From an optimization exercise on the open Yosys and OpenROAD flow, aimed at small area, a short achievable clock period and few clock cycles per item; shortcuts taken in it are not production practice. The RTL was checked by simulation tests, not by an equivalence proof against the original design. No activity file was given, so power comes from the tool's default toggle rates.

`flow/run.sh`:
```
#!/bin/bash
# The standard ORFS layout with two changes to how it is made: the port buffers are a
# plain buffer cell (buf_2) instead of the delay cell buffer_ports picks by default, and
# the resizer may swap a cell for any cell of the same function, not only one with the
# same footprint. Synthesis is the standard one, run unchanged.
set -uo pipefail
bash standard.sh synth > flow_synth.log 2>&1 || exit 1
bash standard.sh MATCH_CELL_FOOTPRINT=0 \
    "BUFFER_PORTS_ARGS=-buffer_cell sky130_fd_sc_hd__buf_2" finish > flow_layout.log 2>&1 || exit 1
```
`standard.sh`:
```
#!/bin/bash
# synth_recipe.tcl (not shown) runs the flow's synth.tcl, then flattens the netlist and writes it again
# the make line also repeats each setting of config.mk as NAME=value (left out here)
make -C /OpenROAD-flow-scripts/flow DESIGN_CONFIG=/design/flow/config.mk WORK_HOME=/design/flow/orfs CLKGATE_MAP_FILE= SYNTH_SCRIPT=/design/flow/synth_recipe.tcl "${@:-finish}"
```
`config.mk`:
```
export PLATFORM = sky130hd
export DESIGN_NAME = data_cache
export DESIGN_NICKNAME = data_cache
export VERILOG_FILES = /design/flow/design.v
export SDC_FILE = /design/flow/constraint.sdc
export NUM_CORES = 4
export LEC_CHECK = 0
export CAP_MARGIN = 20
export CORE_MARGIN = 2
export CORE_UTILIZATION = 40
export PLACE_DENSITY = 0.6
export SETUP_SLACK_MARGIN = 1.2
export SLEW_MARGIN = 20
```
`constraint.sdc`:
```
create_clock -name core_clock -period 5.5 [get_ports {CLK}]
set_input_delay 1.1000 -clock core_clock [delete_from_list [all_inputs] [get_ports {CLK}]]
set_output_delay 1.1000 -clock core_clock [all_outputs]
set_load 0.01 [all_outputs]
```
`design.v`:
```
module data_cache #(
    parameter int INDEX_BITS = 3
) (
    input  logic         CLK,
    input  logic         RESET,
    input  logic [3:0]   READ,
    input  logic [2:0]   WRITE,
    input  logic [31:0]  ADDRESS,
    input  logic [31:0]  WRITEDATA,
    output logic [31:0]  READDATA,
    output logic         BUSY_WAIT,
    output logic         MEM_READ,
    output logic         MEM_WRITE,
    output logic [27:0]  MEM_ADDRESS,
    output logic [127:0] MEM_WRITEDATA,
    input  logic [127:0] MEM_READDATA,
    input  logic         MEM_BUSYWAIT
);
    localparam int TAG_BITS = 28 - INDEX_BITS;
    localparam int LINES = 1 << INDEX_BITS;
    logic [127:0] data_arr [LINES];
    logic [TAG_BITS-1:0] tag_arr [LINES];
    logic [LINES-1:0] valid, dirty;
    logic [INDEX_BITS-1:0] idx;
    logic [TAG_BITS-1:0] tag;
    logic [LINES-1:0] dec, match;
    logic [127:0] line;
    logic [31:0] store_lanes;
    logic [15:0] byte_sel, rsel0, rsel1;
    logic [3:0] wsel;
    logic is_b, is_h, is_w;
    logic wr_req, req, hit, victim_dirty, fill, wb_done;
    assign idx = ADDRESS[4 +: INDEX_BITS];
    assign tag = ADDRESS[31 -: TAG_BITS];
    assign wr_req = WRITE[2];
    assign req = READ[3] | WRITE[2];
    always_comb begin
        for (int i = 0; i < LINES; i++) begin
            dec[i] = (idx == INDEX_BITS'(i));
            match[i] = valid[i] && (tag_arr[i] == tag);
        end
    end
    assign hit = |(dec & match);
    assign victim_dirty = |(dec & valid & dirty);
    always_comb begin
        line = '0;
        for (int i = 0; i < LINES; i++)
            line = line | (data_arr[i] & {128{dec[i]}});
    end
    assign MEM_WRITE = req && !hit && victim_dirty;
    assign MEM_READ = req && !hit && !victim_dirty;
    assign MEM_ADDRESS = victim_dirty ? {tag_arr[idx], idx} : ADDRESS[31:4];
    assign MEM_WRITEDATA = line;
    assign fill = MEM_READ && !MEM_BUSYWAIT;
    assign wb_done = MEM_WRITE && !MEM_BUSYWAIT;
    assign BUSY_WAIT = !hit && (victim_dirty || MEM_BUSYWAIT);
    assign is_b = (READ[1:0] == 2'b00);
    assign is_h = (READ[1:0] == 2'b01);
    assign is_w = READ[1];
    always_comb begin
        for (int k = 0; k < 4; k++)
            wsel[k] = (ADDRESS[3:2] == 2'(k));
        for (int j = 0; j < 16; j++) begin
            rsel0[j] = wsel[j/4] && (is_b ? (ADDRESS[1:0] == 2'(j%4)) :
                                     is_h ? (ADDRESS[1] == 1'((j%4)/2) && (j%2 == 0)) :
                                            (j%4 == 0));
            rsel1[j] = wsel[j/4] && (is_h ? (ADDRESS[1] == 1'((j%4)/2) && (j%2 == 1)) :
                                            (j%4 == 1));
        end
    end
    function automatic logic [31:0] load_pick(input logic [127:0] l);
        logic [7:0] b0, b1;
        logic [15:0] up;
        logic sgn;
        b0 = '0;
        b1 = '0;
        up = '0;
        for (int j = 0; j < 16; j++) begin
            b0 = b0 | (l[8*j +: 8] & {8{rsel0[j]}});
            b1 = b1 | (l[8*j +: 8] & {8{rsel1[j]}});
        end
        for (int k = 0; k < 4; k++)
            up = up | (l[32*k+16 +: 16] & {16{wsel[k]}});
        sgn = !READ[2] && (is_b ? b0[7] : b1[7]);
        load_pick = {is_w ? up : {16{sgn}}, is_b ? {8{sgn}} : b1, b0};
    endfunction
    assign READDATA = hit ? load_pick(line) : load_pick(MEM_READDATA);
    always_comb begin
        for (int k = 0; k < 4; k++) begin
            if (WRITE[1])
                store_lanes[8*k +: 8] = WRITEDATA[8*k +: 8];
            else if (WRITE[0])
                store_lanes[8*k +: 8] = WRITEDATA[8*(k%2) +: 8];
            else
                store_lanes[8*k +: 8] = WRITEDATA[7:0];
        end
        for (int j = 0; j < 16; j++)
            byte_sel[j] = wr_req && wsel[j/4] &&
                          (WRITE[1] || (WRITE[0] ? (ADDRESS[1] == 1'((j%4)/2))
                                                 : (ADDRESS[1:0] == 2'(j%4))));
    end
    always_ff @(posedge CLK) begin
        if (RESET) begin
            valid <= '0;
            dirty <= '0;
        end else if (fill) begin
            valid[idx] <= 1'b1;
            dirty[idx] <= wr_req;
        end else if (wb_done) begin
            dirty[idx] <= 1'b0;
        end else if (hit && wr_req) begin
            dirty[idx] <= 1'b1;
        end
    end
    always_ff @(posedge CLK) begin
        if (fill) tag_arr[idx] <= tag;
        for (int j = 0; j < 16; j++)
            if (fill || (hit && byte_sel[j]))
                data_arr[idx][8*j +: 8] <= byte_sel[j] ? store_lanes[8*(j%4) +: 8]
                                                       : MEM_READDATA[8*j +: 8];
    end
endmodule
```
==> run summary <==
FFs w/ async S/R, synth 0%; Worst-Margin Slew 1.25 ns; H-tree depth 4; total number of vias 40000; fin util 51.0%; post-route ant nets 0; Setup CP Type in -> out; First DRT Iteration DRCs 6386; fin crit period 5.52 ns; Final Hold Fails 0; NumNets Final 4627; MaxCap Viol Count 0; Clock Tree Root clkbuf_16; ys flop type edfxtp_1; DP Cell Count 5892; Hold-fix buffers, CTS 0; Power Dens Cells 336 nW/um^2; Unique masters post-synth 71; drt wl/cell 34.7 um; HP Start valid[6]$_SDFFE_PP0P_; crit share post-route 100%; critical path fanouts, max 6; outcome finished with violations; CP top delay family compound AO/OA/AOI/OAI gates; number of synthesized flops with an enable pin 1224; Sink Count 1240; area share of the largest cell type after synthesis 68.8%; drt first pass iters 8; Mapped Area 53400 um^2; io pins 393; Initial Util 40.2%; CP max-delay cell a222oi_1; CP bufs+invs 7; Critical Path AT 4.42 ns; PnR worst setup slack -0.0224 ns; Chip Height 369 um; sequential-to-total area share from yosys stat 69.4%; clk latency of the worst-skew pair 0.79 ns; reg2reg end data_arr[7][10]$_DFFE_PP_; CP Cell Sequence buf_12 -> inv_8 -> ha_4 -> ha_4 -> buf_8 -> clkbuf_16 -> a222oi_1 -> nand3b_1 -> buf_6 -> mux4_2 -> a22oi_2 -> buf_4 -> nand4_1 -> o21a_2 -> buf_6; Synthesis Warnings 1; cell taking the most area after synthesis edfxtp_1; number of remaining DRC errors 0; total design power 22.8 mW; crit path launch type input pin; clk buf depth 3; Worst R2R Start tag_arr[7][6]$_DFFE_PP_; Reg2Reg Setup Slack 1.28 ns; Crit path required time 4.40 ns; Setup Skew 0.0408 ns; Die Area 136000 um^2; gpl congestion 0.957; Post-Layout Cell Count 6300; Tot GR Track Use 30.9%; Setup crit end kind output pin; Syn-to-layout area delta 26.8%; PortBufs 392; Worst Reg-to-Reg Cells 13; Crit path largest cell delay 0.66 ns; CTS clk-pin slew, worst paths 0.06 ns; Die Width 369 um; drt total wl 219000 um; Via density 6.35; # rows 134; worst-case hold path end point valid[6]$_SDFFE_PP0P_; Remaining Overflow, GRT 0; Max Slew Vio Count 0; maximum VDD drop 0.306 mV; f_max 181 MHz; first-pass GRT wire length 293000 um; largest net degree at the start of global routing 65; Cells after Synth 3632; top cells by area, synth edfxtp_1 (69%), xor2_1 (3.1%), a22oi_1 (3.1%); CTS buffer count 131; SO Faults negative setup slack; vias in the first global route 37200; FF+latch count, synth 1240; TritonCTS clock tree done; Min-Delay Path Class reg -> reg; initial antenna violation count 27; Hold Crit Depth 2; RSZ-0062 raised after global routing yes; Lkg Pwr 23.8 nW; syn_nets 3841; CORE AREA 133000 um^2; Mean Syn Cell Area 14.7 um^2; Rel. slew slack 16.7%; Final Setup Violations 1; layout cells sized above 1 32.8%; Setup TNS Final -0.0224 ns; DPL Wire Length 152000 um
[Yosys cell counts (7+ instances only)]
library cell and number:
a211oi_1 17, nor2_2 7, a221oi_1 21, nor2_1 273, ha_1 7, nor3_1 17, buf_4 20, a31oi_1 16
a21oi_1 69, o22ai_1 73, dfxtp_1 16, buf_2 94, xor2_1 190, nand2b_1 7, nor2b_1 10, mux2i_1 141
nor4_1 54, a22oi_1 219, or2_2 9, nand2_1 246, o21ai_0 91, xnor2_1 10, inv_1 42, and2_1 16
a222oi_1 161, o32ai_1 15, edfxtp_1 1224, buf_1 32, a221o_1 35, a22o_1 23, nand3_1 46, nand3b_1 53
nand4_1 47, o22a_1 7, mux4_2 38, mux2_2 69, and3_1 12, clkbuf_1 114, o211ai_1 10
[per-layer routing]
| metal | routed length (um) | global-route usage (%) | vias to the layer above | part of all wire (%) |
|---|---|---|---|---|
| met1 | 80900 | 41.0 | 20300 | 37 |
| met4 | 11700 | 14.2 | 24 | 5.3 |
| li1 | - | - | 16200 | - |
| met2 | 96100 | 46.0 | 2926 | 44 |
| met3 | 29800 | 9.91 | 531 | 14 |
| met5 | 207 | 0 | - | 0.095 |
[where the power goes]
group | total, mW | leakage [nW] | switching [mW] | internal [mW]
clock | 8.86 | 2.07 | 3.75 | 5.10
sequential | 10.8 | 11.2 | 0.0857 | 10.7
combinational | 3.10 | 10.6 | 2.00 | 1.10
total | 22.8 | 23.8 | 5.84 | 16.9
[flip-flops by register name, summed over array words and instances (netlist names)]
signal	cells
data_arr	1024
dirty	8
tag_arr	200
valid	8
[worst register-to-register path, delay by kind of cell (launching register included)]
kind	cells	cell delay [ns]
DFF	1	0.40
AOI/OAI and AO/OA	1	0.13
and+or+nand+nor	6	1.99
xor gates and xnor gates	1	0.46
buffers and inverters	5	0.83
[area by class of cell]
cell class / instances / area, um^2
Fill cell: 11200 / 65200
Inverter: 44 / 198
Clock inverter: 75 / 724
Sequential cell: 1240 / 37100
Timing Repair Buffer: 918 / 7620
Multi-Input combinational cell: 2083 / 16400
Clock buffer: 163 / 3500
Antenna cell: 9 / 22.5
Tap cell: 1768 / 2210
[cells in the final DEF, fill, tap and decap left out, types with 97 or more instances in the layout]
cell type,count
buf_6,97
mux2i_1,137
a22oi_1,210
clkbuf_16,152
nor2_1,166
nand2_1,243
buf_2,345
buf_4,381
xor2_1,188
a222oi_1,161
edfxtp_1,1224
[cells by family after synthesis]
kind of cell | synth area share (%)
flops | 69.4
simple gates | 7.15
compound gates | 11.7
buf+inv | 2.60
mux | 5.74
xor+xnor | 3.28
fa+ha+maj | 0.164
[metrics by stage]
step	hold slack [ns]	setup WS [ns]	instance area, um^2
CTS	0.476	0.0772	66700
floorplan	0.436	0.416	54000
finish	0.477	-0.0224	67800
detailed placement	0.462	-0.486	60200
global route	0.512	-0.00852	67700
global placement	0.452	-1.04	60200
[repair_timing]
item / in CTS / in global routing
endpoints found under the setup margin: 1155 / 977
pin swaps: 78 / 64
cloned: 10 / 8
resized for setup: 251 / 144
setup buffers: 107 / 35
[worst max path at each step]
| stage | end | slack, ns | depth (start not counted) | startpoint |
|---|---|---|---|---|
| 2_1_floorplan | READDATA[6] | 0.42 | 17 | ADDRESS[6] |
| 3_3_place_gp | READDATA[1] | -1.04 | 15 | ADDRESS[4] |
| 3_5_place_dp | READDATA[10] | -0.49 | 15 | ADDRESS[4] |
| 4_1_cts | READDATA[2] | 0.08 | 17 | ADDRESS[4] |
| 5_1_grt | READDATA[31] | -0.009 | 21 | ADDRESS[4] |
| 6_report | READDATA[2] | -0.02 | 15 | ADDRESS[4] |
Testbench counts, summed over its fixed seeds: cycles 66,184, accesses 24,000.

static timing again, ports no longer ideal:
The results above use ideal ports. As a check the final layout listed here was re-extracted and re-timed, cells and wires unchanged. Step 1 assumes that a clkbuf_16 drives the clock port and a buf_2 every other input. Step 2, shift: input delay + t, output delay - t, t = (earliest + latest rising clock arrival at the registers) / 2. This alone moves slack from input paths to output paths. Slacks: ideal ports / drivers / drivers and shift; pairs: ideal ports / drivers.
t, ns: 0.859
setup slack, ns: -0.022 / -0.090 / -0.090
hold slack, ns: 0.477 / 0.477 / 0.477
worst data-port slew with drivers (ns): 0.22
The setup slack of this run moves by -0.068 ns with the drivers and by -0.068 ns with both steps.
